What follows belongs to an exercise in optimizing a design on an open flow for a short achievable clock period and few clock cycles; a production flow would make more cautious choices.
In this exercise RTL edits were held to simulation tests only and were not proved equivalent to the original.
No activity file was given, so power comes from the tool's default toggle rates.

$ cat design.v
package rv_core_pkg;
	localparam int xlen = 32;
	typedef struct packed {
		logic [6:0] funct_7;
		logic [4:0] rs_2;
		logic [4:0] rs_1;
		logic [2:0] funct_3;
		logic [4:0] rd;
		logic [4:0] op;
		logic [1:0] low;
	} inst_t;
	typedef logic [4:0] reg_index_t;
	localparam logic [4:0] op_lui     = 5'b01101;
	localparam logic [4:0] op_jal     = 5'b11011;
	localparam logic [4:0] op_branch  = 5'b11000;
	localparam logic [4:0] op_store   = 5'b01000;
	localparam logic [4:0] op_alu_imm = 5'b00100;
	localparam logic [4:0] op_alu_reg = 5'b01100;
	localparam logic [2:0] f3_add  = 3'b000;
	localparam logic [2:0] f3_sll  = 3'b001;
	localparam logic [2:0] f3_slt  = 3'b010;
	localparam logic [2:0] f3_sltu = 3'b011;
	localparam logic [2:0] f3_xor  = 3'b100;
	localparam logic [2:0] f3_srl  = 3'b101;
	localparam logic [2:0] f3_or   = 3'b110;
	localparam logic [2:0] f3_and  = 3'b111;
	localparam logic [2:0] f3_beq  = 3'b000;
	localparam logic [2:0] f3_bne  = 3'b001;
	localparam logic [2:0] f3_blt  = 3'b100;
	localparam logic [2:0] f3_bge  = 3'b101;
	localparam logic [2:0] f3_bltu = 3'b110;
	localparam logic [2:0] f3_bgeu = 3'b111;
	typedef enum logic [3:0] {
		alu_add, alu_sub, alu_sll, alu_slt, alu_sltu, alu_xor,
		alu_srl, alu_sra, alu_or, alu_and, alu_pass
	} alu_op_t;
	typedef enum logic [2:0] {
		br_none, br_beq, br_bne, br_blt, br_bge, br_bltu, br_bgeu
	} branch_op_t;
	typedef struct packed {
		logic [xlen-1:0] pc;
		inst_t           inst;
	} fetch_item_t;
	typedef struct packed {
		logic [xlen-1:0] pc;
		logic [xlen-1:0] value_1;
		logic [xlen-1:0] value_2;
		reg_index_t      rs_1;
		reg_index_t      rs_2;
		reg_index_t      rd;
		logic [xlen-1:0] imm;
		logic [3:0]      alu_op;
		branch_op_t      branch_op;
		logic            use_imm;
		logic            is_jal;
		logic            is_store;
		logic            writes_rd;
	} decode_item_t;
endpackage
module rv_core
#(
	parameter int              addr_bits = 30,
	parameter logic [31:0]     reset_pc  = '0
) (
	input  logic                 clock,
	input  logic                 rst,
	output logic [31:0]          pc_out,
	output logic                 inst_strobe,
	input  logic [31:0]          inst_in,
	input  logic                 inst_ack,
	output logic [addr_bits-1:0] addr,
	output logic [31:0]          data_out,
	output logic [3:0]           select,
	output logic                 write,
	output logic                 data_strobe,
	input  logic                 data_ack
);
	logic [31:0] pc;
	logic        d_valid;
	logic [31:0] d_inst;
	logic [31:0] d_pc;
	logic        d_fix;       
	logic        d_fpred;     
	logic        fix_pending;  
	logic [31:0] fix_target;
	logic        x_valid;
	logic [31:0] x_a, x_b, x_imm;
	logic [4:0]  x_shl, x_shr;   
	logic [31:0] x_ca, x_cb;     
	logic        x_sel_add, x_sel_sub, x_sel_cmp, x_sel_logic, x_sel_sll, x_sel_sr;
	logic        x_unsigned, x_xor, x_or, x_arith;
	logic        x_writes;
	logic [4:0]  x_rd;
	logic        x_m_eq, x_m_ne, x_m_lt, x_m_ge, x_m_ltu, x_m_geu;
	logic [31:0] x_alt_pc;
	logic        x_pred;
	logic        x_fbr;          
	logic [3:0]  x_idx;
	logic        x_store;
	logic        w_valid;
	logic [4:0]  w_rd;
	logic [31:0] w_value;
	logic [31:0] regs [1:31];
	logic        rst_rf;         
	logic [4:0]  d_op, d_rs1, d_rs2, d_rd;
	logic [2:0]  d_f3;
	logic        d_lui, d_jal, d_bop, d_br, d_st, d_alui, d_alur, d_alu;
	logic        d_writes, d_pred;
	logic [31:0] imm_i, imm_s, imm_b, imm_j, imm_u;
	logic [31:0] d_link, d_target;
	logic [31:0] rf_1, rf_2, d_val_1, d_val_2;
	logic        d_fwd_1, d_fwd_2;
	assign d_op  = d_inst[6:2];
	assign d_rd  = d_inst[11:7];
	assign d_f3  = d_inst[14:12];
	assign d_rs1 = d_inst[19:15];
	assign d_rs2 = d_inst[24:20];
	assign imm_i = {{20{d_inst[31]}}, d_inst[31:20]};
	assign imm_s = {{20{d_inst[31]}}, d_inst[31:25], d_inst[11:7]};
	assign imm_b = {{19{d_inst[31]}}, d_inst[31], d_inst[7], d_inst[30:25], d_inst[11:8], 1'b0};
	assign imm_j = {{11{d_inst[31]}}, d_inst[31], d_inst[19:12], d_inst[20], d_inst[30:21], 1'b0};
	assign imm_u = {d_inst[31:12], 12'b0};
	assign d_lui  = d_op == 5'b01101;
	assign d_jal  = d_op == 5'b11011;
	assign d_bop  = d_op == 5'b11000 && d_f3[2:1] != 2'b01;
	assign d_br   = d_bop && imm_b != 32'd4;
	assign d_st   = d_op == 5'b01000;
	assign d_alui = d_op == 5'b00100;
	assign d_alur = d_op == 5'b01100;
	assign d_alu  = d_alui || d_alur;
	assign d_writes = (d_lui || d_jal || d_alu) && d_rd != 5'd0;
	assign d_pred   = d_fpred;
	assign d_link   = d_pc + 32'd4;
	logic [31:0] d_target_j, d_target_b;
	rv_add32 target_j_i (.a(d_pc), .b(imm_j), .sum(d_target_j));
	rv_add32 target_b_i (.a(d_pc), .b(imm_b), .sum(d_target_b));
	assign d_target = d_jal ? d_target_j : d_target_b;
	assign rf_1 = (d_rs1 == 5'd0) ? 32'd0 : regs[d_rs1];
	assign rf_2 = (d_rs2 == 5'd0) ? 32'd0 : regs[d_rs2];
	assign d_val_1 = (w_valid && w_rd == d_rs1) ? w_value : rf_1;
	assign d_val_2 = (w_valid && w_rd == d_rs2) ? w_value : rf_2;
	assign d_fwd_1 = x_valid && x_writes && x_rd == d_rs1 && !d_lui && !d_jal;
	assign d_fwd_2 = x_valid && x_writes && x_rd == d_rs2 && (d_alur || d_bop || d_st);
	logic [31:0] sum, diff, shl, shr, result, st_addr;
	logic        eq, lt, ltu, mispredict, d_hold, push;
	assign sum  = x_a + x_b;
	assign diff = x_a - x_b;
	assign shl  = x_a << x_shl;
	assign shr  = 32'($signed({x_arith && x_a[31], x_a}) >>> x_shr);
	assign eq  = x_ca == x_cb;
	assign lt  = $signed(x_ca) < $signed(x_cb);
	assign ltu = x_ca < x_cb;
	logic [31:0] logic_out;
	logic        less;
	assign logic_out = x_xor ? x_a ^ x_b : (x_or ? x_a | x_b : x_a & x_b);
	assign less = x_unsigned ? x_a < x_b : $signed(x_a) < $signed(x_b);
	assign result = ({32{x_sel_add}}   & sum)
		| ({32{x_sel_sub}}   & diff)
		| ({32{x_sel_cmp}}   & {31'd0, less})
		| ({32{x_sel_logic}} & logic_out)
		| ({32{x_sel_sll}}   & shl)
		| ({32{x_sel_sr}}    & shr);
	assign mispredict = x_valid && ((x_m_eq && eq) || (x_m_ne && !eq) || (x_m_lt && lt)
		|| (x_m_ge && !lt) || (x_m_ltu && ltu) || (x_m_geu && !ltu));
	assign st_addr = x_ca + x_imm;
	logic redirect_d;
	logic [31:0] pc_next;
	logic        f_fix;
	assign redirect_d = d_valid && d_fix;
	logic [31:0] f_next, pc_base;
	assign pc_base = fix_pending ? fix_target : pc;
	logic [15:0] bht;
	logic        u_valid, u_taken, f_pred;
	logic [3:0]  u_idx;
	rv_fetch_pred fetch_pred_i (
		.pc, .base(pc_base), .inst(inst_in), .inst_ack, .enable(!d_hold && !fix_pending),
		.hist(!rst_rf && bht[pc[5:2]]), .next(f_next), .pred(f_pred), .fix(f_fix)
	);
	always_ff @(posedge clock) begin
		u_valid <= x_valid && x_fbr;
		u_idx <= x_idx;
		u_taken <= x_pred ^ mispredict;
		if (rst_rf)
			bht <= 16'd0;
		else if (u_valid)
			bht[u_idx] <= u_taken;
	end
	assign pc_next = mispredict ? x_alt_pc : f_next;
	always_ff @(posedge clock) begin
		if (rst)
			pc <= reset_pc;
		else
			pc <= pc_next;
	end
	always_ff @(posedge clock) begin
		if (rst) begin
			fix_pending <= 1'b0;
			d_valid <= 1'b0;
			x_valid <= 1'b0;
			w_valid <= 1'b0;
		end else begin
			fix_pending <= redirect_d && !mispredict;
			if (mispredict || redirect_d || fix_pending)
				d_valid <= 1'b0;
			else if (!d_hold)
				d_valid <= inst_ack;
			x_valid <= d_valid && !mispredict && !d_hold;
			w_valid <= x_valid && x_writes;
		end
	end
	always_ff @(posedge clock) begin
		if (!d_hold) begin
			d_inst <= inst_in;
			d_pc <= pc;
			d_fix <= f_fix;
			d_fpred <= f_pred;
		end
		fix_target <= d_target;
	end
	always_ff @(posedge clock) begin
		begin
			if (d_fwd_1)
				x_a <= result;
			else
				x_a <= d_lui ? 32'd0 : (d_jal ? d_link : d_val_1);
			if (d_fwd_2)
				x_b <= result;
			else
				x_b <= d_lui ? imm_u : (d_jal ? 32'd0 : (d_alui ? imm_i : d_val_2));
			if (d_fwd_1 && (d_bop || d_st))
				x_ca <= result;
			else
				x_ca <= d_val_1;
			if (d_fwd_2 && (d_bop || d_st))
				x_cb <= result;
			else
				x_cb <= d_val_2;
			if (!(d_alu && d_f3 == 3'b001))
				x_shl <= 5'd0;
			else if (d_fwd_2 && d_alur)
				x_shl <= result[4:0];
			else
				x_shl <= d_alui ? d_inst[24:20] : d_val_2[4:0];
			if (!(d_alu && d_f3 == 3'b101))
				x_shr <= 5'd0;
			else if (d_fwd_2 && d_alur)
				x_shr <= result[4:0];
			else
				x_shr <= d_alui ? d_inst[24:20] : d_val_2[4:0];
			x_imm <= imm_s;
			x_sel_add  <= d_lui || d_jal || (d_alu && d_f3 == 3'b000 && !(d_alur && d_inst[30]));
			x_sel_sub  <= d_alur && d_f3 == 3'b000 && d_inst[30];
			x_sel_cmp   <= d_alu && d_f3[2:1] == 2'b01;
			x_sel_logic <= d_alu && (d_f3 == 3'b100 || d_f3[2:1] == 2'b11);
			x_unsigned  <= d_f3[0];
			x_xor       <= d_f3 == 3'b100;
			x_or        <= d_f3 == 3'b110;
			x_sel_sll  <= d_alu && d_f3 == 3'b001;
			x_sel_sr   <= d_alu && d_f3 == 3'b101;
			x_arith    <= d_inst[30];
			x_writes <= d_writes;
			x_rd <= d_rd;
			x_m_eq  <= d_br && d_f3 == (d_pred ? 3'b001 : 3'b000);
			x_m_ne  <= d_br && d_f3 == (d_pred ? 3'b000 : 3'b001);
			x_m_lt  <= d_br && d_f3 == (d_pred ? 3'b101 : 3'b100);
			x_m_ge  <= d_br && d_f3 == (d_pred ? 3'b100 : 3'b101);
			x_m_ltu <= d_br && d_f3 == (d_pred ? 3'b111 : 3'b110);
			x_m_geu <= d_br && d_f3 == (d_pred ? 3'b110 : 3'b111);
			x_alt_pc <= d_pred ? d_link : d_target;
			x_pred <= d_pred;
			x_fbr <= d_br && !d_inst[31];
			x_idx <= d_pc[5:2];
			x_store <= d_st;
		end
	end
	always_ff @(posedge clock) begin
		w_rd <= x_rd;
		w_value <= result;
	end
	always_ff @(posedge clock)
		rst_rf <= rst;
	always_ff @(posedge clock) begin
		if (rst_rf) begin
			for (int i = 1; i < 32; i++)
				regs[i] <= '0;
		end else if (w_valid) begin
			regs[w_rd] <= w_value;
		end
	end
	assign d_hold = d_valid && d_st && q_count + {2'd0, x_valid && x_store} > 3'd3;
	assign push   = x_valid && x_store;
	logic [addr_bits-1:0] q_addr [4];
	logic [31:0]          q_data [4];
	logic [1:0]           q_head, q_tail;
	logic                 q_empty;
	logic [2:0]           q_count;
	logic                 out_free, from_q, to_q, strobe_next, empty_next;
	logic [2:0]           count_next;
	rv_sq_ctrl sq_ctrl_i (
		.push, .data_strobe, .data_ack, .empty(q_empty), .count(q_count),
		.out_free, .from_q, .to_q, .strobe_next, .count_next, .empty_next
	);
	always_ff @(posedge clock) begin
		if (rst) begin
			data_strobe <= 1'b0;
			q_head <= 2'd0;
			q_tail <= 2'd0;
			q_count <= 3'd0;
			q_empty <= 1'b1;
		end else begin
			data_strobe <= strobe_next;
			if (from_q)
				q_head <= q_head + 2'd1;
			if (to_q)
				q_tail <= q_tail + 2'd1;
			q_count <= count_next;
			q_empty <= empty_next;
		end
	end
	always_ff @(posedge clock) begin
		if (out_free) begin
			addr <= q_empty ? st_addr[addr_bits+1:2] : q_addr[q_head];
			data_out <= q_empty ? x_cb : q_data[q_head];
		end
		if (push) begin
			q_addr[q_tail] <= st_addr[addr_bits+1:2];
			q_data[q_tail] <= x_cb;
		end
	end
	assign pc_out = pc;
	assign inst_strobe = 1'b1;
	assign select = 4'b1111;
	assign write = data_strobe;
endmodule
module rv_fetch_pred (
	input  logic [31:0] pc,
	input  logic [31:0] base,
	input  logic [31:0] inst,
	input  logic        inst_ack,
	input  logic        enable,
	input  logic        hist,
	output logic [31:0] next,
	output logic        pred,
	output logic        fix
);
	logic        jal, bpred, carry_b, carry_j, hi_zero_j, hi_ones_j, fix_b, fix_j;
	logic        no_pred, advance;
	logic [12:0] imm_b, imm_j, lo_j, lo_b;
	logic [31:0] seq;
	assign seq     = pc + 32'd4;
	assign no_pred = pc[12:2] == 11'h7ff;
	assign advance = enable && inst_ack;
	assign jal   = inst[6:2] == 5'b11011;
	assign bpred = inst[6:2] == 5'b11000 && inst[14:13] != 2'b01 && (inst[31] || hist);
	assign pred  = jal || bpred;
	assign imm_j = {inst[12], inst[20], inst[30:21], 1'b0};
	assign imm_b = {inst[31], inst[7], inst[30:25], inst[11:8], 1'b0};
	assign {carry_j, lo_j} = {1'b0, pc[12:0]} + {1'b0, imm_j};
	assign {carry_b, lo_b} = {1'b0, pc[12:0]} + {1'b0, imm_b};
	always_comb begin
		if (!advance)
			next[12:0] = base[12:0];
		else if (no_pred)
			next[12:0] = seq[12:0];
		else if (jal)
			next[12:0] = lo_j;
		else if (bpred)
			next[12:0] = lo_b;
		else
			next[12:0] = seq[12:0];
		if (!advance)
			next[31:13] = base[31:13];
		else if (no_pred)
			next[31:13] = seq[31:13];
		else
			next[31:13] = pc[31:13];
	end
	assign hi_zero_j = !inst[31] && inst[19:13] == 7'd0;
	assign hi_ones_j = inst[31] && inst[19:13] == 7'h7f;
	assign fix_b = inst[31] ? !carry_b : carry_b;
	assign fix_j = !((hi_zero_j && !carry_j) || (hi_ones_j && carry_j));
	assign fix = jal ? (no_pred || fix_j) : (bpred && (no_pred || fix_b));
endmodule
module rv_sq_ctrl (
	input  logic       push,
	input  logic       data_strobe,
	input  logic       data_ack,
	input  logic       empty,
	input  logic [2:0] count,
	output logic       out_free,
	output logic       from_q,
	output logic       to_q,
	output logic       strobe_next,
	output logic [2:0] count_next,
	output logic       empty_next
);
	assign out_free = !data_strobe || data_ack;
	assign from_q   = out_free && !empty;
	assign to_q     = push && !(out_free && empty);
	assign strobe_next = out_free ? (!empty || push) : 1'b1;
	always_comb begin
		count_next = count;
		empty_next = empty;
		if (to_q && !from_q) begin
			count_next = count + 3'd1;
			empty_next = 1'b0;
		end else if (from_q && !to_q) begin
			count_next = count - 3'd1;
			empty_next = count == 3'd1;
		end
	end
endmodule
module rv_add32 (
	input  logic [31:0] a,
	input  logic [31:0] b,
	output logic [31:0] sum
);
	assign sum = a + b;
endmodule
$ cat flow/run.sh
#!/bin/bash
set -euo pipefail
bash standard.sh SETUP_SLACK_MARGIN=7 finish > standard.log 2>&1
$ cat standard.sh
#!/bin/bash
# synth_recipe.tcl (not shown) runs the flow's synth.tcl, then flattens the netlist and writes it again
# the make line also repeats each setting of config.mk as NAME=value (left out here)
make -C /OpenROAD-flow-scripts/flow DESIGN_CONFIG=/design/flow/config.mk WORK_HOME=/design/flow/orfs CLKGATE_MAP_FILE= SYNTH_SCRIPT=/design/flow/synth_recipe.tcl "${@:-finish}"
$ cat config.mk
export PLATFORM = sky130hd
export DESIGN_NAME = rv_core
export DESIGN_NICKNAME = rv_core
export VERILOG_FILES = /design/flow/design.v
export SDC_FILE = /design/flow/constraint.sdc
export NUM_CORES = 4
export LEC_CHECK = 0
export CAP_MARGIN = 20
export CORE_MARGIN = 2
export CORE_UTILIZATION = 40
export SLEW_MARGIN = 20
export SYNTH_HIERARCHICAL = 1
$ cat constraint.sdc
create_clock -name core_clock -period 9.0 [get_ports {clock}]
set_input_delay 1.8000 -clock core_clock [delete_from_list [all_inputs] [get_ports {clock}]]
set_output_delay 1.8000 -clock core_clock [all_outputs]
set_load 0.01 [all_outputs]
==> run notes, run 1 <==
- Mux share of post-synthesis cell area: 20.32%
- Cell type of the slowest stage on the worst timing path: o211ai_1
- Global Route Usage Sum: a little under a third
- CTS Hold Buffers Added: 0
- Portion of synthesized cell area occupied by the leading cell type: between 40% and 50%
- Number of fill cells: 19,244
- Most common flop cell mapped by yosys: edfxtp_1
- Post-synth cell types: roughly 120
- Path type of the worst setup path: reg -> reg
- Layout overhead on the synthesized area: 35.20%
- Mapped Area: 97,800 um2
- Final sum of negative setup slack: 0 ns
- First-pass detailed-route iteration total: 6
- Final-report max-slew violation count: 0
- Measured slew at the worst slew-check pin: 1.353 ns
- Area enclosed by the die boundary: roughly 250,000 um2
- Maximum vdd ir drop: between 0.15 and 0.2 mV
- Number of global-route vias before repair: 73,238
- Routed wire length: between 400,000 and 500,000 um
- Top library cells by usage in the layout, fill and taps aside: 1,398 x edfxtp_1, 791 x and2_1, 752 x mux4_2
- Per-cell routed wire length: approximately 37 um
- Cell type with the highest occurrence count on the critical path: o211ai_1
- H-tree levels: 4
- Remaining antenna violation count: 0
- Overall die width: roughly 500 um
- Fraction of the mapped netlist area in simple logic gates: 12.92%
- Crit path required time: ~9.7 ns
- CP bufs+invs: 3
- Power per Cell Area: between 150 and 200 nW/um2
- DRC violation count after routing: 0
- Most common cell after layout, fill and taps aside: edfxtp_1
- Adder-cell area share of the yosys netlist: roughly 3.3%
- Final Hold Slack: approximately 0.33 ns
- Area of all sequential standard cells: 49,550 um2
- Largest family of logic cells by synthesized area: multiplexers
- Time the worst path needs with I/O delays and setup: roughly 3.5 ns
- Placer congestion estimate: ~0.99
- Combined area of the multi-input logic cells: 52,740 um2
- Initial Util: 40.21%
- Count of buffers from port buffering: about 130
- Wire length of the first global-routing pass: 560,000 um
- Delay-heaviest family, CP: compound AO/OA/AOI/OAI gates
- Total leakage power: around 49 nW
- Top area cells in the synthesized netlist: edfxtp_1 43%, mux4_2 17%, dfxtp_1 7.2%
- Largest fanout of any net on the critical path: 4
- Top achievable clock speed: approximately 290 MHz
- Clock root buffer master: clkbuf_16
- Number of hold violations in the final report: 0
- Final cell area excluding filler cells: 132,200 um2
- Cts bufs inserted: ~190
- Number of flops mapped to enable cells by yosys: roughly 1,400
- Ratio of routed vias to standard cells: between 6 and 7
- Number of vias in the routed layout: about 80,000
- Die Height: roughly 500 um
- Clock-pin slew of the registers on the worst-case setup and hold paths: 0.06 ns
- Post-detailed-placement cell area: 103,600 um2
- Io pins: about 140
- Worst slew slack as a fraction of its limit: 9.703%
- Data arrival time of the critical path: between 4 and 5 ns
- Critical Path Sink Type: flop
- Post-Synthesis Mean Instance Area: ~13 um2
- Final worst-path cycle share: around two fifths
- Ratio of cells with drive above 1 in the final layout: between 40% and 50%
- Number of buffers on the longest clock path: 3
- Synthesis-stage register bit count: ~1,800
- Startpoint type of the worst setup path: flop
- Clock insertion delay at the later pin of the skew report: approximately 0.9 ns
- Final Skew: between 0.06 and 0.07 ns
- Starting DRC count in detailed routing: 12,034
- Yosys synthesis warning count: 9
- Asr flop ratio synth: 0%
- Syn Inst Count: 7,703
- Compound-cell area share of the yosys netlist: slightly above 8%
- CTS tree: yes
- Cells along the critical path: inv_2 > ha_4 > a211oi_4 > o211ai_1 > buf_4 > a221o_2 > and4_4 > nor2b_4 > o41ai_4 > nor4b_2 > nor4_4 > buf_6 > o211ai_1
- Post-synthesis xor/xnor area fraction: under 10%
- Kind of path behind the tightest hold check: reg -> reg
- Total global routing overflow: 0
- Number of endpoints failing setup at the final stage: 0
- RSZ-0062 raised after global routing: true
- Largest stage delay, worst path: ~0.47 ns
- Core Region: between 200,000 and 250,000 um2
- CTS sink cnt: between 1,500 and 2,000
- Status: complete, no violations
- Cell Rows: between 150 and 200
- DP HPWL: approximately 220,000 um
- Max-cap violation count: 0
- Initial antenna violation count: slightly above 50
- Post-synthesis cell type with the largest combined area: edfxtp_1
- Maximum number of pins on one net before global-route repair: between 60 and 70
- Post-synthesis sequential area ratio: between 50% and 60%
- Post-layout net count: roughly 9,000
[cell type report]
type                            instances  area share (%)
Clock inverter                         97          0.6302
Inverter                              211          0.6643
Timing Repair inverter                  2         0.01325
Timing Repair Buffer                 1389           14.40
Multi-Input combinational cell       5159           39.89
Antenna cell                           48         0.09084
Clock buffer                          243           3.814
Tap cell                             3202           3.030
Sequential cell                      1752           37.48
[cell families (layout without fill, tap and decap cells)]
logic type	count (synthesis)	in the layout
fa+ha+maj	257	257
xor+xnor	191	191
mux	1032	1032
flops	1752	1752
compound gates	1241	1243
buf+inv	815	1942
other cells	2	55
simple gates	2413	2429
[modules after synthesis, one instance, submodules excluded]
| module | flip-flops and latches | area, um2 | cells inside |
|---|---|---|---|
| rv_fetch_pred | 0 | 2043 | 325 |
| rv_core | 1752 | 91730 | 6823 |
| rv_sq_ctrl | 0 | 182.7 | 25 |
| rv_add32 | 0 | 1919 | 265 |
[metal layers]
metal  routed length (um)  track usage (%)  up-vias
li1                     -                -    31187
met1               149300            39.51    39153
met2               192700            48.70     6057
met3                56070            7.940     1939
met4                44410            21.58       36
met5                  329                0        -
[Yosys cell counts (67+ instances only)]
library cell / number
edfxtp_1: 1398
and2_1: 1011
mux4_2: 752
nand2_1: 545
nor2_1: 451
clkbuf_1: 445
a21oi_1: 365
dfxtp_1: 354
o21ai_0: 333
ha_1: 251
inv_1: 203
mux2i_1: 178
mux2_2: 99
xnor2_1: 99
xor2_1: 92
nand3_1: 82
buf_2: 81
a21o_1: 67
[registers in the layout (all words and copies together) (netlist names), 30 cells and up, named ones only]
name,flops
q_data,128
x_cb,32
pc,32
x_a,32
x_ca,32
addr,30
x_alt_pc,32
regs,1024
x_b,32
w_value,32
fix_target,32
d_pc,32
data_out,32
d_inst,30
q_addr,120
[metrics by stage]
step                      total power [mW]  worst slack [ns]  utilization (%)  instances
after floorplan                      12.20             5.366                -       7708
final                                23.11             5.508            54.36      12103
after global placement               13.65             4.106            42.61      10578
after global routing                 23.64             5.518            54.33      12072
after CTS                            22.35             5.456            51.23      11690
after detailed placement             13.70             4.151            42.61      10578
[power breakdown]
group	switching, mW	internal, mW	leakage [nW]
combinational	3.03	2.52	29.0
clock	3.43	4.20	2.85
sequential	0.675	9.26	17.2
total	7.14	16.0	49.0
[worst paths after layout]
kind | to | from | depth (start not counted) | slack, ns
worst min register to register | u_idx[2]$_DFF_P_ | x_idx[2]$_DFF_P_ | 0 | 0.33
worst max-delay path | x_b[31]$_DFF_P_ | x_a[1]$_DFF_P_ | 13 | 5.51
worst max register to register | x_b[31]$_DFF_P_ | x_a[1]$_DFF_P_ | 13 | 5.51
worst min-delay path | u_idx[2]$_DFF_P_ | x_idx[2]$_DFF_P_ | 0 | 0.33
[what timing repair did]
action                                  4_1_cts  5_1_grt
cloned                                      125       91
endpoints found under the hold margin         0        0
endpoints found under the setup margin     2876     2565
buffers inserted                            647      274
pin swaps                                   314      241
gates resized for setup                    1964      844
Testbench counts, summed over its fixed seeds: cycles 39,830.
==> run 2: changes to the inputs <==
--- a/design.v
+++ b/design.v
@@ -80,7 +80,6 @@
 	logic [31:0] d_inst;
 	logic [31:0] d_pc;
 	logic        d_fix;       
-	logic        d_fpred;     
 	logic        fix_pending;  
 	logic [31:0] fix_target;
 	logic        x_valid;
@@ -92,16 +91,17 @@
 	logic        x_writes;
 	logic [4:0]  x_rd;
 	logic        x_m_eq, x_m_ne, x_m_lt, x_m_ge, x_m_ltu, x_m_geu;
-	logic [31:0] x_alt_pc;
-	logic        x_pred;
-	logic        x_fbr;          
-	logic [3:0]  x_idx;
+	logic [31:0] x_link, x_target;
+	logic        x_pred2;
 	logic        x_store;
 	logic        w_valid;
 	logic [4:0]  w_rd;
 	logic [31:0] w_value;
 	logic [31:0] regs [1:31];
+	logic [31:1] zflag;          
 	logic        rst_rf;         
+	logic [2:1]  d_mx, d_mw, d_mp, d_zr, d_sg;
+	logic        p_zero, p_sign;   
 	logic [4:0]  d_op, d_rs1, d_rs2, d_rd;
 	logic [2:0]  d_f3;
 	logic        d_lui, d_jal, d_bop, d_br, d_st, d_alui, d_alur, d_alu;
@@ -129,7 +129,7 @@
 	assign d_alur = d_op == 5'b01100;
 	assign d_alu  = d_alui || d_alur;
 	assign d_writes = (d_lui || d_jal || d_alu) && d_rd != 5'd0;
-	assign d_pred   = d_fpred;
+	assign d_pred   = d_jal || (d_bop && d_inst[31]);
 	assign d_link   = d_pc + 32'd4;
 	logic [31:0] d_target_j, d_target_b;
 	rv_add32 target_j_i (.a(d_pc), .b(imm_j), .sum(d_target_j));
@@ -163,29 +163,89 @@
 	assign mispredict = x_valid && ((x_m_eq && eq) || (x_m_ne && !eq) || (x_m_lt && lt)
 		|| (x_m_ge && !lt) || (x_m_ltu && ltu) || (x_m_geu && !ltu));
 	assign st_addr = x_ca + x_imm;
+	logic        sum_zero, diff_zero, w_zero;
+	logic [2:1]  k_known, k_zero, k_sign;
+	logic        d_zcmp, d_known, d_zero, d_sign, d_taken2, d_not_taken, d_pred2;
+	logic        redirect_nt, redirect_t;
+	assign sum_zero  = !(x_a[0] ^ x_b[0]) && ((x_a[31:1] ^ x_b[31:1]) == (x_a[30:0] | x_b[30:0]));
+	assign diff_zero = x_a == x_b;
+	assign w_zero    = w_value == 32'd0;
+	always_comb begin
+		for (int k = 1; k <= 2; k++) begin
+			if (d_mx[k]) begin
+				k_known[k] = x_sel_add || x_sel_sub;
+				k_zero[k]  = x_sel_add ? sum_zero : diff_zero;
+				k_sign[k]  = 1'b0;
+			end else if (d_mw[k]) begin
+				k_known[k] = 1'b1;
+				k_zero[k]  = w_zero;
+				k_sign[k]  = w_value[31];
+			end else if (d_mp[k]) begin
+				k_known[k] = 1'b1;
+				k_zero[k]  = p_zero;
+				k_sign[k]  = p_sign;
+			end else begin
+				k_known[k] = 1'b1;
+				k_zero[k]  = d_zr[k];
+				k_sign[k]  = d_sg[k];
+			end
+		end
+	end
+	assign d_zcmp  = d_br && (d_rs1 == 5'd0 || d_rs2 == 5'd0);
+	assign d_known = (d_rs2 == 5'd0) ? k_known[1] : k_known[2];
+	assign d_zero  = (d_rs2 == 5'd0) ? k_zero[1] : k_zero[2];
+	assign d_sign  = (d_rs2 == 5'd0) ? k_sign[1] : k_sign[2];
+	always_comb begin
+		if (d_rs2 == 5'd0) begin
+			case (d_f3)
+				3'b000:  d_taken2 = d_zero;
+				3'b001:  d_taken2 = !d_zero;
+				3'b100:  d_taken2 = d_sign;
+				3'b101:  d_taken2 = !d_sign;
+				3'b110:  d_taken2 = 1'b0;
+				default: d_taken2 = 1'b1;
+			endcase
+		end else begin
+			case (d_f3)
+				3'b000:  d_taken2 = d_zero;
+				3'b001:  d_taken2 = !d_zero;
+				3'b100:  d_taken2 = !d_sign && !d_zero;
+				3'b101:  d_taken2 = d_sign || d_zero;
+				3'b110:  d_taken2 = !d_zero;
+				default: d_taken2 = d_zero;
+			endcase
+		end
+	end
+	assign d_not_taken = d_zcmp && d_known && !d_taken2;
+	assign d_pred2     = (d_zcmp && d_known) ? d_taken2 : d_pred;
+	assign redirect_nt = d_valid && d_pred && !d_pred2;
+	assign redirect_t  = d_valid && !d_pred && d_pred2;
+	logic [2:1] f_mx, f_mw, f_mp, f_zr, f_sg;
+	always_comb begin
+		for (int k = 1; k <= 2; k++) begin
+			logic [4:0] r;
+			r = (k == 1) ? inst_in[19:15] : inst_in[24:20];
+			f_mx[k] = d_valid && d_writes && d_rd == r;
+			f_mw[k] = x_valid && x_writes && x_rd == r;
+			f_mp[k] = w_valid && w_rd == r;
+			f_zr[k] = (r == 5'd0 || rst_rf) ? 1'b1 : zflag[r];
+			f_sg[k] = (r == 5'd0 || rst_rf) ? 1'b0 : regs[r][31];
+		end
+	end
 	logic redirect_d;
 	logic [31:0] pc_next;
 	logic        f_fix;
-	assign redirect_d = d_valid && d_fix;
+	assign redirect_d = d_valid && d_fix && !d_not_taken;
 	logic [31:0] f_next, pc_base;
 	assign pc_base = fix_pending ? fix_target : pc;
-	logic [15:0] bht;
-	logic        u_valid, u_taken, f_pred;
-	logic [3:0]  u_idx;
 	rv_fetch_pred fetch_pred_i (
 		.pc, .base(pc_base), .inst(inst_in), .inst_ack, .enable(!d_hold && !fix_pending),
-		.hist(!rst_rf && bht[pc[5:2]]), .next(f_next), .pred(f_pred), .fix(f_fix)
+		.next(f_next), .fix(f_fix)
 	);
-	always_ff @(posedge clock) begin
-		u_valid <= x_valid && x_fbr;
-		u_idx <= x_idx;
-		u_taken <= x_pred ^ mispredict;
-		if (rst_rf)
-			bht <= 16'd0;
-		else if (u_valid)
-			bht[u_idx] <= u_taken;
-	end
-	assign pc_next = mispredict ? x_alt_pc : f_next;
+	logic [31:0] x_alt_pc;
+	assign x_alt_pc = x_pred2 ? x_link : x_target;
+	assign pc_next = mispredict ? x_alt_pc
+		: (redirect_nt ? d_link : (redirect_t ? d_target : f_next));
 	always_ff @(posedge clock) begin
 		if (rst)
 			pc <= reset_pc;
@@ -200,7 +260,7 @@
 			w_valid <= 1'b0;
 		end else begin
 			fix_pending <= redirect_d && !mispredict;
-			if (mispredict || redirect_d || fix_pending)
+			if (mispredict || redirect_d || fix_pending || redirect_nt || redirect_t)
 				d_valid <= 1'b0;
 			else if (!d_hold)
 				d_valid <= inst_ack;
@@ -213,8 +273,14 @@
 			d_inst <= inst_in;
 			d_pc <= pc;
 			d_fix <= f_fix;
-			d_fpred <= f_pred;
+			d_mx <= f_mx;
+			d_mw <= f_mw;
+			d_mp <= f_mp;
+			d_zr <= f_zr;
+			d_sg <= f_sg;
 		end
+		p_zero <= w_zero;
+		p_sign <= w_value[31];
 		fix_target <= d_target;
 	end
 	always_ff @(posedge clock) begin
@@ -260,16 +326,15 @@
 			x_arith    <= d_inst[30];
 			x_writes <= d_writes;
 			x_rd <= d_rd;
-			x_m_eq  <= d_br && d_f3 == (d_pred ? 3'b001 : 3'b000);
-			x_m_ne  <= d_br && d_f3 == (d_pred ? 3'b000 : 3'b001);
-			x_m_lt  <= d_br && d_f3 == (d_pred ? 3'b101 : 3'b100);
-			x_m_ge  <= d_br && d_f3 == (d_pred ? 3'b100 : 3'b101);
-			x_m_ltu <= d_br && d_f3 == (d_pred ? 3'b111 : 3'b110);
-			x_m_geu <= d_br && d_f3 == (d_pred ? 3'b110 : 3'b111);
-			x_alt_pc <= d_pred ? d_link : d_target;
-			x_pred <= d_pred;
-			x_fbr <= d_br && !d_inst[31];
-			x_idx <= d_pc[5:2];
+			x_m_eq  <= d_br && d_f3 == (d_pred2 ? 3'b001 : 3'b000);
+			x_m_ne  <= d_br && d_f3 == (d_pred2 ? 3'b000 : 3'b001);
+			x_m_lt  <= d_br && d_f3 == (d_pred2 ? 3'b101 : 3'b100);
+			x_m_ge  <= d_br && d_f3 == (d_pred2 ? 3'b100 : 3'b101);
+			x_m_ltu <= d_br && d_f3 == (d_pred2 ? 3'b111 : 3'b110);
+			x_m_geu <= d_br && d_f3 == (d_pred2 ? 3'b110 : 3'b111);
+			x_pred2 <= d_pred2;
+			x_link <= d_link;
+			x_target <= d_target;
 			x_store <= d_st;
 		end
 	end
@@ -281,10 +346,13 @@
 		rst_rf <= rst;
 	always_ff @(posedge clock) begin
 		if (rst_rf) begin
-			for (int i = 1; i < 32; i++)
+			for (int i = 1; i < 32; i++) begin
 				regs[i] <= '0;
+				zflag[i] <= 1'b1;
+			end
 		end else if (w_valid) begin
 			regs[w_rd] <= w_value;
+			zflag[w_rd] <= w_zero;
 		end
 	end
 	assign d_hold = d_valid && d_st && q_count + {2'd0, x_valid && x_store} > 3'd3;
@@ -338,9 +406,7 @@
 	input  logic [31:0] inst,
 	input  logic        inst_ack,
 	input  logic        enable,
-	input  logic        hist,
 	output logic [31:0] next,
-	output logic        pred,
 	output logic        fix
 );
 	logic        jal, bpred, carry_b, carry_j, hi_zero_j, hi_ones_j, fix_b, fix_j;
@@ -351,33 +417,26 @@
 	assign no_pred = pc[12:2] == 11'h7ff;
 	assign advance = enable && inst_ack;
 	assign jal   = inst[6:2] == 5'b11011;
-	assign bpred = inst[6:2] == 5'b11000 && inst[14:13] != 2'b01 && (inst[31] || hist);
-	assign pred  = jal || bpred;
+	assign bpred = inst[6:2] == 5'b11000 && inst[14:13] != 2'b01 && inst[31];
 	assign imm_j = {inst[12], inst[20], inst[30:21], 1'b0};
 	assign imm_b = {inst[31], inst[7], inst[30:25], inst[11:8], 1'b0};
 	assign {carry_j, lo_j} = {1'b0, pc[12:0]} + {1'b0, imm_j};
 	assign {carry_b, lo_b} = {1'b0, pc[12:0]} + {1'b0, imm_b};
 	always_comb begin
 		if (!advance)
-			next[12:0] = base[12:0];
+			next = base;
 		else if (no_pred)
-			next[12:0] = seq[12:0];
+			next = seq;
 		else if (jal)
-			next[12:0] = lo_j;
+			next = {pc[31:13], lo_j};
 		else if (bpred)
-			next[12:0] = lo_b;
-		else
-			next[12:0] = seq[12:0];
-		if (!advance)
-			next[31:13] = base[31:13];
-		else if (no_pred)
-			next[31:13] = seq[31:13];
+			next = {pc[31:13], lo_b};
 		else
-			next[31:13] = pc[31:13];
+			next = seq;
 	end
 	assign hi_zero_j = !inst[31] && inst[19:13] == 7'd0;
 	assign hi_ones_j = inst[31] && inst[19:13] == 7'h7f;
-	assign fix_b = inst[31] ? !carry_b : carry_b;
+	assign fix_b = !carry_b;
 	assign fix_j = !((hi_zero_j && !carry_j) || (hi_ones_j && carry_j));
 	assign fix = jal ? (no_pred || fix_j) : (bpred && (no_pred || fix_b));
 endmodule
==> flow/run.sh (replaced) <==
#!/bin/bash
set -euo pipefail
bash standard.sh SETUP_SLACK_MARGIN=6 MATCH_CELL_FOOTPRINT=0 finish > standard.log 2>&1
==> run 2 against run 1 <==
Compared with the run above: clock skew fell by 0.022 ns; routed wire length fell by 13%; largest power group unchanged; worst setup slack got worse by 0.22 ns.
==> run notes, run 2 <==
- Design internal power: between 15 and 20 mW
- Portion of synthesized cell area occupied by the leading cell type: between 40% and 50%
- CTS Hold Buffers Added: 0
- Final worst-path cycle share: between 40% and 50%
- Clock root buffer master: clkbuf_16
- Max reg flops: ~1,000
- Synthesis-stage register bit count: about 1,800
- Routed wire length: about 380,000 um
- Delay-heaviest family, CP: compound AO/OA/AOI/OAI gates
- Crit path required time: about 9.8 ns
- Area enclosed by the die boundary: around 260,000 um2
- Kind of path behind the tightest hold check: reg -> reg
- Cells along the critical path: inv_2 > ha_4 > xor2_4 > nand4_1 > nor4_2 > nand4_1 > buf_6 > a21oi_4 > o311a_1 > o211ai_2 > buf_6 > a21oi_4 > buf_12 > buf_12 > o211ai_1 > a221oi_1
- Power per Cell Area: between 150 and 200 nW/um2
- Post-detailed-placement cell area: between 100,000 and 150,000 um2
- Placer congestion estimate: 0.9558
- Worst slew slack as a fraction of its limit: 19.30%
- Global Route Usage Sum: 28.84%
- Syn Inst Count: between 7,000 and 8,000
- Top library cells by usage in the layout, fill and taps aside: 1,407 x edfxtp_1, 1,008 x and2_1, 773 x mux4_2
- Clock insertion delay at the later pin of the skew report: 0.88 ns
- DRC violation count after routing: 0
- Minimum setup slack among reg-to-reg paths: between 5 and 6 ns
- CP bufs+invs: 5
- Remaining antenna violation count: 0
- DP HPWL: approximately 230,000 um
- Asr flop ratio synth: 0%
- Maximum number of pins on one net before global-route repair: just over 80
- Post-Synthesis Mean Instance Area: between 10 and 15 um2
- Ratio of cells with drive above 1 in the final layout: 37.61%
- Hold Path End: w_rd[0]$_DFF_P_
- Max-cap violation count: 0
- Wire length of the first global-routing pass: 531,700 um
- Reg-to-Reg Start: x_a[19]$_DFF_P_
- Critical Path Sink Type: flop
- Number of hold violations in the final report: 0
- Initial antenna violation count: 20
- Area of all sequential standard cells: approximately 50,000 um2
- Number of endpoints failing setup at the final stage: 0
- CTS tree: yes
- H-tree levels: 4
- Overall die width: slightly above 500 um
- Number of fill cells: approximately 21,000
- Maximum vdd ir drop: between 0.2 and 0.25 mV
- Layout overhead on the synthesized area: 23.72%
- Total global routing overflow: 0
- Die Height: ~510 um
- Top area cells in the synthesized netlist: edfxtp_1 42%, mux4_2 17%, dfxtp_1 7.1%
- Total leakage power: between 40 and 50 nW
- Number of vias in the routed layout: between 70,000 and 80,000
- Clock-pin slew of the registers on the worst-case setup and hold paths: ~0.060 ns
- Final cell area excluding filler cells: 125,100 um2
- Initial Util: 40.24%
- Yosys synthesis warning count: 9
- Combined area of the multi-input logic cells: between 50,000 and 60,000 um2
- Starting DRC count in detailed routing: 8,501
- First-pass detailed-route iteration total: 8
- Measured slew at the worst slew-check pin: roughly 1.2 ns
- Data arrival time of the critical path: 4.46 ns
- Final Hold Slack: approximately 0.43 ns
- Largest stage delay, worst path: around 0.37 ns
- Post-synth cell types: ~130
- Registers with the most flip-flops: regs: 1024 flops, q_data: 128 flops, q_addr: 120 flops
- Time the worst path needs with I/O delays and setup: approximately 3.7 ns
- Io pins: about 140
- Count of buffers from port buffering: around 130
- Clk pwr share: about a third
- Final Skew: between 0.04 and 0.05 ns
- Most common cell after layout, fill and taps aside: edfxtp_1
- Most common flop cell mapped by yosys: edfxtp_1
- P_sw: ~7.3 mW
- Top achievable clock speed: 269.6 MHz
- Cell type of the slowest stage on the worst timing path: dfxtp_4
- Number of global-route vias before repair: 71,797
- CTS sink cnt: roughly 1,800
- RR Endpoint: pc[1]$_SDFF_PP0_
- Worst hold path stage count: 0
- Post-synthesis sequential area ratio: 48.89%
- Final-report max-slew violation count: 0
- Most common cell in the synthesized netlist: edfxtp_1
- Cell Rows: between 150 and 200
- Number of flops mapped to enable cells by yosys: approximately 1,400
- Design Power: 23.57 mW
- Post-layout net count: around 8,600
- Core Region: approximately 250,000 um2
- Synth cell count leaders: 1,407 x edfxtp_1, 1,011 x and2_1, 773 x mux4_2
- Cts bufs inserted: approximately 190
- Share of power burned in registers: slightly above 40%
- Net Sw Frac: ~31%
- Largest fanout of any net on the critical path: 8
- Depth of the most critical reg-to-reg path: 16
- Fraction of the core area covered by cells at the end of the flow: 49.78%
- Register with the highest flop count: regs
- Number of buffers on the longest clock path: 3
- Per-cell routed wire length: 32.47 um
- Ratio of routed vias to standard cells: between 6 and 7
- RSZ-0062 raised after global routing: true
- Path type of the worst setup path: reg -> reg
- Status: complete, no violations
- Mapped Area: 101,200 um2
- Power share of the combinational group: 24.9%
- Startpoint type of the worst setup path: flop
- Hold_sp: x_rd[0]$_DFF_P_
- Post-synthesis cell type with the largest combined area: edfxtp_1
- Final sum of negative setup slack: 0 ns
run 2: changes by cell type after synthesis, sizes merged, moves of 30 or more:
cell and delta:
mux2 +51, nand2 -151, clkbuf +30, mux2i +60
nor3 +30, nor2 -100, nand2b +41, a221oi +34
xor2 +34, xnor2 +41
run 2: worst max-delay path by stage:
stage	cells after the start	startpoint	slack (ns)	endpoint
floorplan	5	rst_rf$_DFF_P_	5.18	regs[19][0]$_SDFFCE_PN0P_
global placement	12	x_a[19]$_DFF_P_	3.89	pc[31]$_SDFF_PP0_
detailed placement	12	x_a[19]$_DFF_P_	3.76	pc[31]$_SDFF_PP0_
CTS	17	x_a[19]$_DFF_P_	5.40	pc[14]$_SDFF_PP0_
global route	16	x_a[19]$_DFF_P_	5.27	pc[1]$_SDFF_PP0_
finish	16	x_a[19]$_DFF_P_	5.29	pc[1]$_SDFF_PP0_
run 2: metrics by stage:
| step | instances | setup WS [ns] |
|---|---|---|
| after detailed placement | 10881 | 3.755 |
| after CTS | 11664 | 5.398 |
| final | 11848 | 5.291 |
| after global placement | 10875 | 3.891 |
| after global routing | 11840 | 5.270 |
| after floorplan | 7870 | 5.185 |
run 2: modules after synthesis, one instance, submodules excluded:
module | times used | flops+latches | cell area [um2]
rv_sq_ctrl | 1 | 0 | 182.7
rv_add32 | 2 | 0 | 1744
rv_fetch_pred | 1 | 0 | 2061
rv_core | 1 | 1767 | 95420
run 2: metal layers:
layer / track usage (%) / vias up / share of wire, % / wire [um]
met3: 5.101 / 989 / 8.9 / 34090
met4: 14.65 / 6 / 6.3 / 24370
met5: 0 / - / 0.0086 / 33
met2: 47.01 / 3954 / 47 / 181300
met1: 36.96 / 37821 / 38 / 144900
li1: - / 30853 / - / -
run 2: cell type report:
cell class / count / share of cell area [%]
Sequential cell: 1767 / 39.86
Timing Repair inverter: 1 / 0.005999
Clock inverter: 113 / 0.9068
Tap cell: 3348 / 3.347
Multi-Input combinational cell: 5237 / 43.44
Timing Repair Buffer: 911 / 7.648
Antenna cell: 10 / 0.02000
Clock buffer: 238 / 4.040
Inverter: 223 / 0.7318
run 2: power by group through the flow:
stage                     clock [mW]  combinational [mW]  sequential (mW)
after floorplan                    0                2.67             9.78
after global placement             0                4.14             9.98
after detailed placement           0                4.17             10.0
after CTS                       8.01                5.32             9.75
after global routing            8.32                6.10             9.81
final                           7.93                5.87             9.77
run 2: cells by family after synthesis:
group	after synthesis	share of synthesized area [%]
AO/OA/AOI/OAI	1293	8.665
flip-flops	1767	48.89
AND/OR/NAND/NOR	2226	11.86
buffers and inverters	874	3.520
other	2	0.007424
multiplexers	1168	21.37
XOR/XNOR	266	2.311
adder cells (fa/ha/maj)	269	3.372
run 2: timing repair:
item                                     CTS  global route
gates resized for setup                 1339           414
pin swaps                                186           181
buffers inserted                         381           163
endpoints found under the setup margin   625           816
cloned                                    51            11
Testbench counts of run 2, summed over its fixed seeds: cycles 39,490.
==> run 3: changes to the inputs <==
==> flow/run.sh (replaced) <==
#!/bin/bash
set -euo pipefail
bash standard.sh SETUP_SLACK_MARGIN=6 finish > standard.log 2>&1
==> run 3 against run 2 <==
Compared with the run above: still clean; final cell count about the same; die area unchanged; via count increased by 0.17%; flip-flop and latch count unchanged; critical path type unchanged.
==> run notes, run 3 <==
- Register with the highest flop count: regs
- Routed wire length: 382,600 um
- Global Route Usage Sum: around 29%
- Status: complete, no violations
- P_sw: roughly 7.3 mW
- Top library cells by usage in the layout, fill and taps aside: 1,407 x edfxtp_1, 1,007 x and2_1, 774 x mux4_2
- Cell type of the slowest stage on the worst timing path: or3_4
- Largest fanout of any net on the critical path: 5
- Most common flop cell mapped by yosys: edfxtp_1
- Remaining antenna violation count: 0
- Data arrival time of the critical path: between 4 and 5 ns
- Max reg flops: ~1,000
- Final Skew: around 0.050 ns
- Yosys synthesis warning count: 9
- Synthesis-stage register bit count: 1,767
- RR Endpoint: x_ca[26]$_DFF_P_
- Cells along the critical path: inv_2 > ha_4 > buf_4 > buf_4 > or3_4 > a31oi_4 > o31ai_4 > and3_4 > or2_4 > o21ai_4 > a221oi_4 > buf_4 > a221o_1 > a21oi_4 > buf_12 > buf_6 > a21oi_2
- DRC violation count after routing: 0
- Clk pwr share: between 30% and 40%
- Cell type with the highest occurrence count on the critical path: buf_4
- Total global routing overflow: 0
- Worst Setup Slack, final: 5.420 ns
- Total leakage power: ~45 nW
- Reg-to-Reg Start: x_a[2]$_DFF_P_
- Worst hold path stage count: 0
- Kind of path behind the tightest hold check: reg -> reg
- Synth cell count leaders: 1,407 x edfxtp_1, 1,011 x and2_1, 773 x mux4_2
- Worst slew slack as a fraction of its limit: a little over an eighth
- Design internal power: 16.42 mW
- Time the worst path needs with I/O delays and setup: 3.580 ns
- Top area cells in the synthesized netlist: edfxtp_1 42%, mux4_2 17%, dfxtp_1 7.1%
- Ratio of routed vias to standard cells: slightly above 6
- Io pins: roughly 140
- Final worst-path cycle share: roughly 40%
- Ratio of cells with drive above 1 in the final layout: 37.51%
- Clock-pin slew of the registers on the worst-case setup and hold paths: approximately 0.060 ns
- CTS sink cnt: 1,767
- CTS tree: yes
- Hold_sp: x_cb[13]$_DFF_P_
- Share of power burned in registers: between 40% and 50%
- Maximum vdd ir drop: around 0.19 mV
- Number of instances in the placed design: between 10,000 and 15,000
- CP bufs+invs: 6
- Clock insertion delay at the later pin of the skew report: 0.88 ns
- Cts bufs inserted: between 150 and 200
- Net Sw Frac: 30.77%
- Crit path required time: 9.75 ns
- Area enclosed by the die boundary: approximately 260,000 um2
- Clock root buffer master: clkbuf_16
- Cell Rows: about 180
- Initial Util: between 40% and 50%
- Largest stage delay, worst path: between 0.3 and 0.4 ns
- H-tree levels: 4
- Number of hold violations in the final report: 0
- Post-synthesis sequential area ratio: approximately half
- Starting DRC count in detailed routing: 9,234
- Measured slew at the worst slew-check pin: approximately 1.3 ns
- Core Region: around 250,000 um2
- Final-report max-slew violation count: 0
- Post-layout net count: around 8,600
- Post-detailed-placement cell area: approximately 110,000 um2
- CTS Hold Buffers Added: 0
- Layout Cells excl Fill: approximately 12,000
- Post-Synthesis Mean Instance Area: between 10 and 15 um2
- Number of endpoints failing setup at the final stage: 0
- Most common cell after layout, fill and taps aside: edfxtp_1
- Die Height: 506.9 um
- First-pass detailed-route iteration total: 6
- Final sum of negative setup slack: 0 ns
- Critical Path Sink Type: flop
- Power per Cell Area: between 150 and 200 nW/um2
- Path type of the worst setup path: reg -> reg
- Placer congestion estimate: around 0.97
- Portion of synthesized cell area occupied by the leading cell type: between 40% and 50%
- Layout overhead on the synthesized area: 23.87%
- Power share of the combinational group: 24.3%
- Startpoint type of the worst setup path: flop
- Minimum setup slack among reg-to-reg paths: 5.42 ns
- Asr flop ratio synth: 0%
- Area of all sequential standard cells: 49,840 um2
- Mapped Area: between 100,000 and 150,000 um2
- Number of buffers on the longest clock path: 3
- Delay-heaviest family, CP: compound AO/OA/AOI/OAI gates
- Number of global-route vias before repair: roughly 73,000
- Depth of the most critical reg-to-reg path: 17
- Count of buffers from port buffering: between 100 and 150
- Post-synth cell types: 125
- Per-cell routed wire length: between 30 and 40 um
- Pre-CTS setup slack: ~3.5 ns
- Number of fill cells: about 21,000
- RSZ-0062 raised after global routing: true
- Final cell area excluding filler cells: about 130,000 um2
- Initial antenna violation count: 25
- Max-cap violation count: 0
- Hold Path End: q_data[1][13]$_DFFE_PP_
- Wire length of the first global-routing pass: roughly 540,000 um
- Number of vias in the routed layout: 73,749
- Top achievable clock speed: roughly 280 MHz
- Maximum number of pins on one net before global-route repair: 75
- Registers with the most flip-flops: regs: 1024 flops, q_data: 128 flops, q_addr: 120 flops
- Most common cell in the synthesized netlist: edfxtp_1
- Overall die width: 506.9 um
- Combined area of the multi-input logic cells: about 54,000 um2
- Post-synthesis cell type with the largest combined area: edfxtp_1
- Syn Inst Count: roughly 7,900
- DP HPWL: between 200,000 and 250,000 um
- Number of flops mapped to enable cells by yosys: about 1,400
==> run 3: worst reg2reg max path, stage by stage, from the launching register on <==
cell and delay, ns:
dfxtp_4 0.38, inv_2 0.06, ha_4 0.26, buf_4 0.14
buf_4 0.14, or3_4 0.39, a31oi_4 0.26, o31ai_4 0.12
and3_4 0.20, or2_4 0.25, o21ai_4 0.21, a221oi_4 0.13
buf_4 0.17, a221o_1 0.33, a21oi_4 0.16, buf_12 0.15
buf_6 0.11, a21oi_2 0.04
==> run 3: worst max path at each step <==
stage,from,endpoint,slack [ns],cells past startpoint
global placement,x_a[19]$_DFF_P_,pc[31]$_SDFF_PP0_,3.61,13
global route,x_a[18]$_DFF_P_,pc[30]$_SDFF_PP0_,5.36,18
finish,x_a[2]$_DFF_P_,x_ca[26]$_DFF_P_,5.42,17
detailed placement,x_a[19]$_DFF_P_,pc[14]$_SDFF_PP0_,3.53,13
floorplan,inst_in[15],d_zr[1]$_SDFFCE_PP1N_,5.16,11
CTS,d_inst[3]$_DFFE_PN_,pc[13]$_SDFF_PP0_,5.42,11
==> run 3: per-layer routing <==
metal	vias up	wire length [um]	share of wire (%)	GRT usage, %
met2	4023	179300	47	46.97
met4	12	21820	5.7	13.89
met5	-	82	0.021	0
li1	30862	-	-	-
met1	37942	145900	38	37.59
met3	910	35550	9.3	5.683
==> run 3: layout make-up <==
type / count / area share (%)
clock buffers: 244 / 4.189
repair buffers: 919 / 7.713
inverters: 223 / 0.7359
well taps: 3348 / 3.343
diodes: 12 / 0.02396
clock inverters: 113 / 0.9366
multi-input cells: 5231 / 43.29
flip-flops and latches: 1767 / 39.77
==> run 3: repair_timing <==
item,4_1_cts,5_1_grt
buffers inserted,410,147
resized for setup,1473,371
endpoints found under the setup margin,574,586
cloned,41,3
pin swaps,182,172
==> run 3: modules after synthesis (local to each module, per instance) <==
module         copies in the design  cell area [um2]  flops+latches  cells
rv_add32                          2             1744              0    241
rv_core                           1            95420           1767   7044
rv_fetch_pred                     1             2061              0    314
rv_sq_ctrl                        1            182.7              0     25
==> run 3: power by group through the flow <==
| stage | Clock (mW) | Sequential, mW | Combinational [mW] |
|---|---|---|---|
| 2_1_floorplan | 0 | 9.78 | 2.67 |
| 3_3_place_gp | 0 | 10.0 | 4.10 |
| 3_5_place_dp | 0 | 10.0 | 4.11 |
| 4_1_cts | 8.20 | 9.80 | 5.24 |
| 5_1_grt | 8.51 | 9.86 | 6.02 |
| 6_report | 8.13 | 9.82 | 5.77 |
==> run 3: cell families (layout without fill, tap and decap cells) <==
group | count (synthesis) | count (layout) | synth area share (%)
adder cells (fa/ha/maj) | 269 | 269 | 3.372
AND/OR/NAND/NOR | 2226 | 2227 | 11.86
other | 2 | 19 | 0.007424
buffers and inverters | 874 | 1499 | 3.520
flip-flops | 1767 | 1767 | 48.89
AO/OA/AOI/OAI | 1293 | 1294 | 8.665
XOR/XNOR | 266 | 266 | 2.311
multiplexers | 1168 | 1168 | 21.37
==> run 3: stage by stage <==
stage          power [mW]  utilization (%)  hold WS (ns)
3_5_place_dp        14.15            42.56        0.4929
2_1_floorplan       12.45                -        0.3319
3_3_place_gp        14.10            42.53        0.4840
4_1_cts             23.24            48.63        0.4847
6_report            23.72            49.84        0.4817
5_1_grt             24.39            49.83        0.4813

## static timing again, ports no longer ideal
No port has a modelled driver above. Below, the same layouts with a new extraction and two added sets of constraints.
Step 1 assumes that a clkbuf_16 drives the clock port and a buf_2 every other input.
Step 2 adds t to the input delays and takes it off the output delays; t is the mean of the earliest and latest rising clock arrival at the registers after step 1. Input paths then give back, and output paths get back, about the clock's delay inside the block.
a / b / c = ideal ports / drivers / drivers and shift; a / b = the first two.
run	t (ns)	slack for setup (ns)	cell pins on the clock port's net
run 1	0.952	5.508 / 5.508 / 4.819	1
run 2	0.952	5.291 / 5.291 / 4.536	1
run 3	0.945	5.420 / 5.420 / 4.675	1
After both steps setup and hold are still met in every run listed. For run 2, which loses most, drivers alone change the setup slack by 0.000 ns; drivers and shift together by -0.755 ns.
